From an optimization exercise on the open Yosys and OpenROAD flow, aimed at small area and a short achievable clock period; shortcuts taken in it are not production practice.
Function was checked by simulation only, so behaviour that the tests miss may differ from the original.
No activity file was given, so power comes from the tool's default toggle rates.

### flow/run.sh
#!/bin/bash
# synth_recipe.tcl (not shown) runs the flow's synth.tcl, then flattens the netlist and writes it again
# the make line also repeats each setting of config.mk as NAME=value (left out here)
make -C /OpenROAD-flow-scripts/flow DESIGN_CONFIG=/design/flow/config.mk WORK_HOME=/design/flow/orfs CLKGATE_MAP_FILE= SYNTH_SCRIPT=/design/flow/synth_recipe.tcl finish
### flow/config.mk
export PLATFORM = sky130hd
export DESIGN_NAME = wallace_mult_top
export DESIGN_NICKNAME = wallace_mult_top
export VERILOG_FILES = /design/flow/design.v
export SDC_FILE = /design/flow/constraint.sdc
export NUM_CORES = 4
export LEC_CHECK = 0
export CAP_MARGIN = 20
export CORE_MARGIN = 2
export CORE_UTILIZATION = 40
export SLEW_MARGIN = 20
### flow/constraint.sdc
create_clock -name core_clock -period 11.0 [get_ports {clk}]
set_input_delay 2.2000 -clock core_clock [delete_from_list [all_inputs] [get_ports {clk}]]
set_output_delay 2.2000 -clock core_clock [all_outputs]
set_load 0.01 [all_outputs]
### flow/design.v
package wallace_pkg;
    localparam int OP_W   = 16;
    localparam int PROD_W = 2 * OP_W;
    localparam int PP_ROWS  = OP_W;
    localparam int MID_ROWS = 6;
    localparam int SUM_ROWS = 2;
    localparam int PIPE_DEPTH = 4;
    typedef logic [OP_W-1:0]   operand_t;
    typedef logic [PROD_W-1:0] row_t;
endpackage
import wallace_pkg::*;
module pipe_ctrl (
    input  logic clk,
    input  logic arst_n,
    input  logic in_valid,
    output logic load_pp,
    output logic load_mid,
    output logic load_sum,
    output logic load_out,
    output logic out_valid,
    output logic busy
);
    logic [PIPE_DEPTH-1:0] valid_q;
    always_ff @(posedge clk or negedge arst_n) begin
        if (!arst_n) begin
            valid_q <= '0;
        end else begin
            valid_q <= {valid_q[PIPE_DEPTH-2:0], in_valid};
        end
    end
    assign load_pp  = in_valid;
    assign load_mid = valid_q[0];
    assign load_sum = valid_q[1];
    assign load_out = valid_q[2];
    assign out_valid = valid_q[PIPE_DEPTH-1];
    assign busy      = |valid_q;
endmodule
import wallace_pkg::*;
module pp_gen (
    input  logic                        clk,
    input  logic                        arst_n,
    input  logic                        load_pp,
    input  wallace_pkg::operand_t       a,
    input  wallace_pkg::operand_t       b,
    output logic [PP_ROWS*PROD_W-1:0]   pp_rows
);
    logic [PP_ROWS*PROD_W-1:0] pp_d;
    always_comb begin
        for (int i = 0; i < PP_ROWS; i++) begin
            pp_d[i*PROD_W +: PROD_W] = {{(PROD_W - OP_W){1'b0}}, a & {OP_W{b[i]}}} << i;
        end
    end
    always_ff @(posedge clk or negedge arst_n) begin
        if (!arst_n) begin
            pp_rows <= '0;
        end else if (load_pp) begin
            pp_rows <= pp_d;
        end
    end
endmodule
import wallace_pkg::*;
module csa_reduce #(
    parameter int IN_ROWS  = wallace_pkg::PP_ROWS,
    parameter int OUT_ROWS = wallace_pkg::SUM_ROWS
) (
    input  logic                        clk,
    input  logic                        arst_n,
    input  logic                        load,
    input  logic [IN_ROWS*PROD_W-1:0]   rows_in,
    output logic [OUT_ROWS*PROD_W-1:0]  rows_out
);
    function automatic int rows_after(input int n);
        rows_after = 2 * (n / 3) + n % 3;
    endfunction
    function automatic int level_count(input int n_in, input int n_out);
        int n;
        int cnt;
        n   = n_in;
        cnt = 0;
        while (n > n_out) begin
            n   = rows_after(n);
            cnt = cnt + 1;
        end
        level_count = cnt;
    endfunction
    function automatic int rows_at(input int n_in, input int l);
        int n;
        n = n_in;
        for (int k = 0; k < l; k++) begin
            n = rows_after(n);
        end
        rows_at = n;
    endfunction
    localparam int NUM_LEVELS = level_count(IN_ROWS, OUT_ROWS);
    localparam int W          = IN_ROWS * PROD_W;
    logic [NUM_LEVELS:0][W-1:0] work;
    assign work[0] = rows_in;
    for (genvar l = 0; l < NUM_LEVELS; l++) begin : g_level
        localparam int N      = rows_at(IN_ROWS, l);
        localparam int GROUPS = N / 3;
        localparam int LEFT   = N % 3;
        for (genvar g = 0; g < GROUPS; g++) begin : g_fa
            logic [PROD_W-1:0] x;
            logic [PROD_W-1:0] y;
            logic [PROD_W-1:0] z;
            logic [PROD_W-1:0] s;
            logic [PROD_W-1:0] c;
            assign x = work[l][(3*g)*PROD_W   +: PROD_W];
            assign y = work[l][(3*g+1)*PROD_W +: PROD_W];
            assign z = work[l][(3*g+2)*PROD_W +: PROD_W];
            assign s = x ^ y ^ z;
            assign c = (x & y) | ((x ^ y) & z);
            assign work[l+1][(2*g)*PROD_W   +: PROD_W] = s;
            assign work[l+1][(2*g+1)*PROD_W +: PROD_W] = {c[PROD_W-2:0], 1'b0};
        end
        if (LEFT > 0) begin : g_left
            assign work[l+1][(2*GROUPS)*PROD_W +: LEFT*PROD_W] =
                work[l][(3*GROUPS)*PROD_W +: LEFT*PROD_W];
        end
        if (2*GROUPS + LEFT < IN_ROWS) begin : g_zero
            assign work[l+1][W-1:(2*GROUPS+LEFT)*PROD_W] = '0;
        end
    end
    always_ff @(posedge clk or negedge arst_n) begin
        if (!arst_n) begin
            rows_out <= '0;
        end else if (load) begin
            rows_out <= work[NUM_LEVELS][OUT_ROWS*PROD_W-1:0];
        end
    end
endmodule
import wallace_pkg::*;
module final_adder (
    input  logic                       clk,
    input  logic                       arst_n,
    input  logic                       load_out,
    input  logic [SUM_ROWS*PROD_W-1:0] rows_in,
    output wallace_pkg::row_t          product
);
    wallace_pkg::row_t             sum;
    logic [PROD_W:0]  c;
    always_comb begin : ripple
        c[0] = 1'b0;
        for (int i = 0; i < PROD_W; i++) begin
            sum[i]  = rows_in[i] ^ rows_in[PROD_W+i] ^ c[i];
            c[i+1]  = (rows_in[i] & rows_in[PROD_W+i]) | (c[i] & (rows_in[i] ^ rows_in[PROD_W+i]));
        end
    end
    always_ff @(posedge clk or negedge arst_n) begin
        if (!arst_n) begin
            product <= '0;
        end else if (load_out) begin
            product <= sum;
        end
    end
endmodule
import wallace_pkg::*;
module wallace_mult_top (
    input  logic                clk,
    input  logic                arst_n,
    input  logic                in_valid,
    input  wallace_pkg::operand_t a,
    input  wallace_pkg::operand_t b,
    output logic                out_valid,
    output wallace_pkg::row_t   product,
    output logic                busy
);
    logic load_pp;
    logic load_mid;
    logic load_sum;
    logic load_out;
    logic [PP_ROWS*PROD_W-1:0]  pp_rows;
    logic [MID_ROWS*PROD_W-1:0] mid_rows;
    logic [SUM_ROWS*PROD_W-1:0] sum_rows;
    pipe_ctrl u_pipe_ctrl (
        .clk       (clk),
        .arst_n    (arst_n),
        .in_valid  (in_valid),
        .load_pp   (load_pp),
        .load_mid  (load_mid),
        .load_sum  (load_sum),
        .load_out  (load_out),
        .out_valid (out_valid),
        .busy      (busy)
    );
    pp_gen u_pp_gen (
        .clk     (clk),
        .arst_n  (arst_n),
        .load_pp (load_pp),
        .a       (a),
        .b       (b),
        .pp_rows (pp_rows)
    );
    csa_reduce #(
        .IN_ROWS  (PP_ROWS),
        .OUT_ROWS (MID_ROWS)
    ) u_reduce_hi (
        .clk      (clk),
        .arst_n   (arst_n),
        .load     (load_mid),
        .rows_in  (pp_rows),
        .rows_out (mid_rows)
    );
    csa_reduce #(
        .IN_ROWS  (MID_ROWS),
        .OUT_ROWS (SUM_ROWS)
    ) u_reduce_lo (
        .clk      (clk),
        .arst_n   (arst_n),
        .load     (load_sum),
        .rows_in  (mid_rows),
        .rows_out (sum_rows)
    );
    final_adder u_final_adder (
        .clk      (clk),
        .arst_n   (arst_n),
        .load_out (load_out),
        .rows_in  (sum_rows),
        .product  (product)
    );
endmodule
==> summary.txt <==
## power breakdown
| part | leakage (nW) | internal (mW) | switching [mW] | total (mW) |
|---|---|---|---|---|
| Clock | 0.774 | 0.946 | 0.677 | 1.62 |
| Sequential | 5.93 | 2.08 | 0.250 | 2.33 |
| Combinational | 6.00 | 0.968 | 1.02 | 1.99 |
## final cells by class
| type | instances | area share |
|---|---|---|
| flip-flops and latches | 464 | 0.433 |
| multi-input cells | 999 | 0.371 |
| inverters | 504 | 0.0706 |
| clock buffers | 79 | 0.0557 |
| well taps | 782 | 0.0365 |
| repair buffers | 85 | 0.0304 |
| clock inverters | 9 | 0.00275 |
## cell usage in the layout (no fill, tap or decap)
master / netlist / routed
nand2_1: 4 / 4
buf_8: 0 / 2
inv_1: 504 / 504
o21ai_0: 229 / 229
clkdlybuf4s50_1: 0 / 63
xnor2_1: 1 / 1
mux2i_1: 61 / 61
ha_1: 54 / 54
clkbuf_16: 0 / 51
dfrtp_1: 464 / 462
inv_6: 0 / 1
dfrtp_2: 0 / 1
dfrtp_4: 0 / 1
o21ai_1: 31 / 31
or4_4: 1 / 1
fa_1: 223 / 223
bufinv_16: 0 / 1
buf_6: 13 / 3
nand3_1: 256 / 256
clkinv_2: 0 / 7
clkbuf_1: 47 / 17
buf_4: 15 / 14
mux2_2: 125 / 125
clkbuf_8: 0 / 11
buf_2: 63 / 3
mux2_1: 14 / 14
## cells by family (layout without fill, tap and decap cells)
logic type,Yosys count,count (layout),share of synthesized area
DFF,464,464,0.480
buffers and inverters,648,677,0.110
AOI/OAI and AO/OA,260,260,0.0537
xor gates and xnor gates,1,1,0.000362
adders and majority gates,277,277,0.212
muxes,200,200,0.0899
and+or+nand+nor,261,261,0.0540
## metal layers
metal	vias up	wire [µm]	global-route usage
met4	0	918	0.0400
met3	69	3010	0.0341
met2	312	24600	0.278
met1	7379	25500	0.263
met5	-	0	0
li1	6539	-	-
## sequential cells by signal, summed over array words and instances (netlist names)
register	flops
u_pipe_ctrl.valid_q	4
u_pp_gen.pp_rows	256
u_reduce_hi.rows_out	116
u_reduce_lo.rows_out	56
u_final_adder.product	32
## final timing paths
check | end | slack (ns) | cells past startpoint
max | u_final_adder.product[30] | 0.84 | 26
min | u_reduce_lo.rows_out[0] | 0.48 | 1
max reg2reg | u_final_adder.product[30] | 0.84 | 26
min reg2reg | u_reduce_lo.rows_out[0] | 0.48 | 1
max in group asynchronous | u_pp_gen.pp_rows[165] | 7.20 | 3
min in group asynchronous | u_pp_gen.pp_rows[470] | 1.65 | 1
## worst register-to-register path: cells and delay by family (launching register included)
| family | cells | cell delay [ns] |
|---|---|---|
| flops | 1 | 0.39 |
| buf+inv | 1 | 0.09 |
| fa+ha+maj | 24 | 9.44 |
| mux | 1 | 0.14 |
==> summary.txt <==
row count=90; dpl cell area=between 20000 and 30000 µm²; Clock Tree Buf Depth=3; Placed Instances=~2800; clk sinks=464; CP most frequent cell=fa_1; Top FF cell, synth=dfrtp_1; layout cells sized above 1=0.103; sequential cell area=11600 µm²; Final Slew Violations=0; mean post-synth cell area=11.5 µm²; initial antenna violation count=2; Final Setup Violations=0; status=no timing/DRC/antenna violations; RSZ-0062 raised after global routing=false; TritonCTS clock tree=yes; Power Dens Cells=~220 nW/µm²; worst slew pin tran=roughly 1.2 ns; worst-path fanout max=2; post-CTS setup buffer count=0; iteration count of the initial detailed-routing pass=6; Commonest cells post-synth=504 x inv_1, 464 x dfrtp_1, 256 x nand3_1, 229 x o21ai_0, 223 x fa_1; Final #Nets=between 2000 and 2500; worst vdd ir=around 0.00011 V; Via density=around 4.9; CP Launch Point=u_reduce_lo.rows_out[7]; Post-synth EDFFs=0; period utilisation layout=0.923; Final GP Congestion=a little under 0.8; CTS root buffer=clkbuf_16; H-tree Lvls=2; P_leak=~13 nW; Post-Syn Nets=2423; Detailed Route Iter0 Violations=around 1200; Final Hold Vio Count=0; number of global-route vias before repair=between 15000 and 20000; global-route wire length before repair=~88000 µm; Mapped Cells=around 2100; Tmin final=slightly above 10 ns; Clock transition at path regs=around 0.060 ns; min-delay src=u_reduce_lo.rows_out[0]; Top delay family on crit path=adder cells; largest net degree at the start of global routing=between 150 and 200; I/O pin total=between 60 and 70; DRT Wirelength=about 54000 µm; clock skew=0.0210 ns; CP endpoint kind=register; Finished Layout Cells=about 3000; area delta synth->final=10.7%; Clk Latency, worst-skew pair=approximately 0.6 ns; Crit Reg-Reg Startpoint=u_reduce_lo.rows_out[7]; Core ar.=approximately 60000 µm²; register area share after synthesis=0.480; most frequent cell after synthesis=inv_1; Overflow after GRT=0; Starting Density=0.403; Crit Path Class=reg -> reg; fin util=0.446; number of port buffers=approximately 70; all-layer global routing usage=0.179; Hold Slack=between 0.4 and 0.5 ns; Layout fillers=5575; chip height=~250 µm; Final Instance Area=around 27000 µm²; total of max-cap violations=0; Synth async-reset ratio=1.00; startpoint types=register; die area=62500 µm²; multi-input logic area=just under 10000 µm²; Syn Std Cell Area=roughly 24000 µm²; Worst EP required=11.50 ns; Synth cell types=19; leading area contributor after synthesis=dfrtp_1; die width=about 250 µm; setup TNS=0 ns; flops & latches, synth=roughly 460; min-delay worst type=reg -> reg; Slew HR=0.228; Vias=14300; Peak Freq=approximately 98 MHz; slowest CP cell=fa_1; worst slack, placed=0.808 ns; dpl hpwl=35300 µm; Hold Buf Count CTS=0; slowest cell delay on critical path=approximately 0.43 ns; synth top area cells=dfrtp_1 48%, fa_1 18%, inv_1 7.8%; total CTS buffers=49; WP buf/inv=1; DRC errors left=0; Yosys warnings=5; WL/cell=between 15 and 20 µm; top cell type's share of synthesized area=0.480; setup ws final=approximately 0.84 ns; Pwr Total=5.94 mW; antenna-violating nets left=0; post-cts resize count=0; Inserted Diodes=0; WP data arrival=between 10 and 15 ns

## what the ideal ports hide
How much do the figures lean on ideal ports? The routed layout below was timed once more, with nothing changed but the port constraints. Step 1, drivers: a clkbuf_16 drives clk and a buf_2 each remaining input, both assumed. Step 2 times the ports against the registers' clock, not the clock port: input delays grow and output delays shrink by t, the midpoint of the rising clock arrivals with the driver on. Three values: ideal, step 1, step 2; two values: the first two.
t, ns: 0.631
slack for setup (ns): 0.844 / 0.844 / 0.844
hold slack, ns: 0.479 / 0.479 / 0.479
slew at the worst register clock pin (ns): 0.06 / 0.06
After both steps this run still meets setup and hold. The setup slack of this run moves by 0.000 ns with the drivers and by 0.000 ns with both steps.
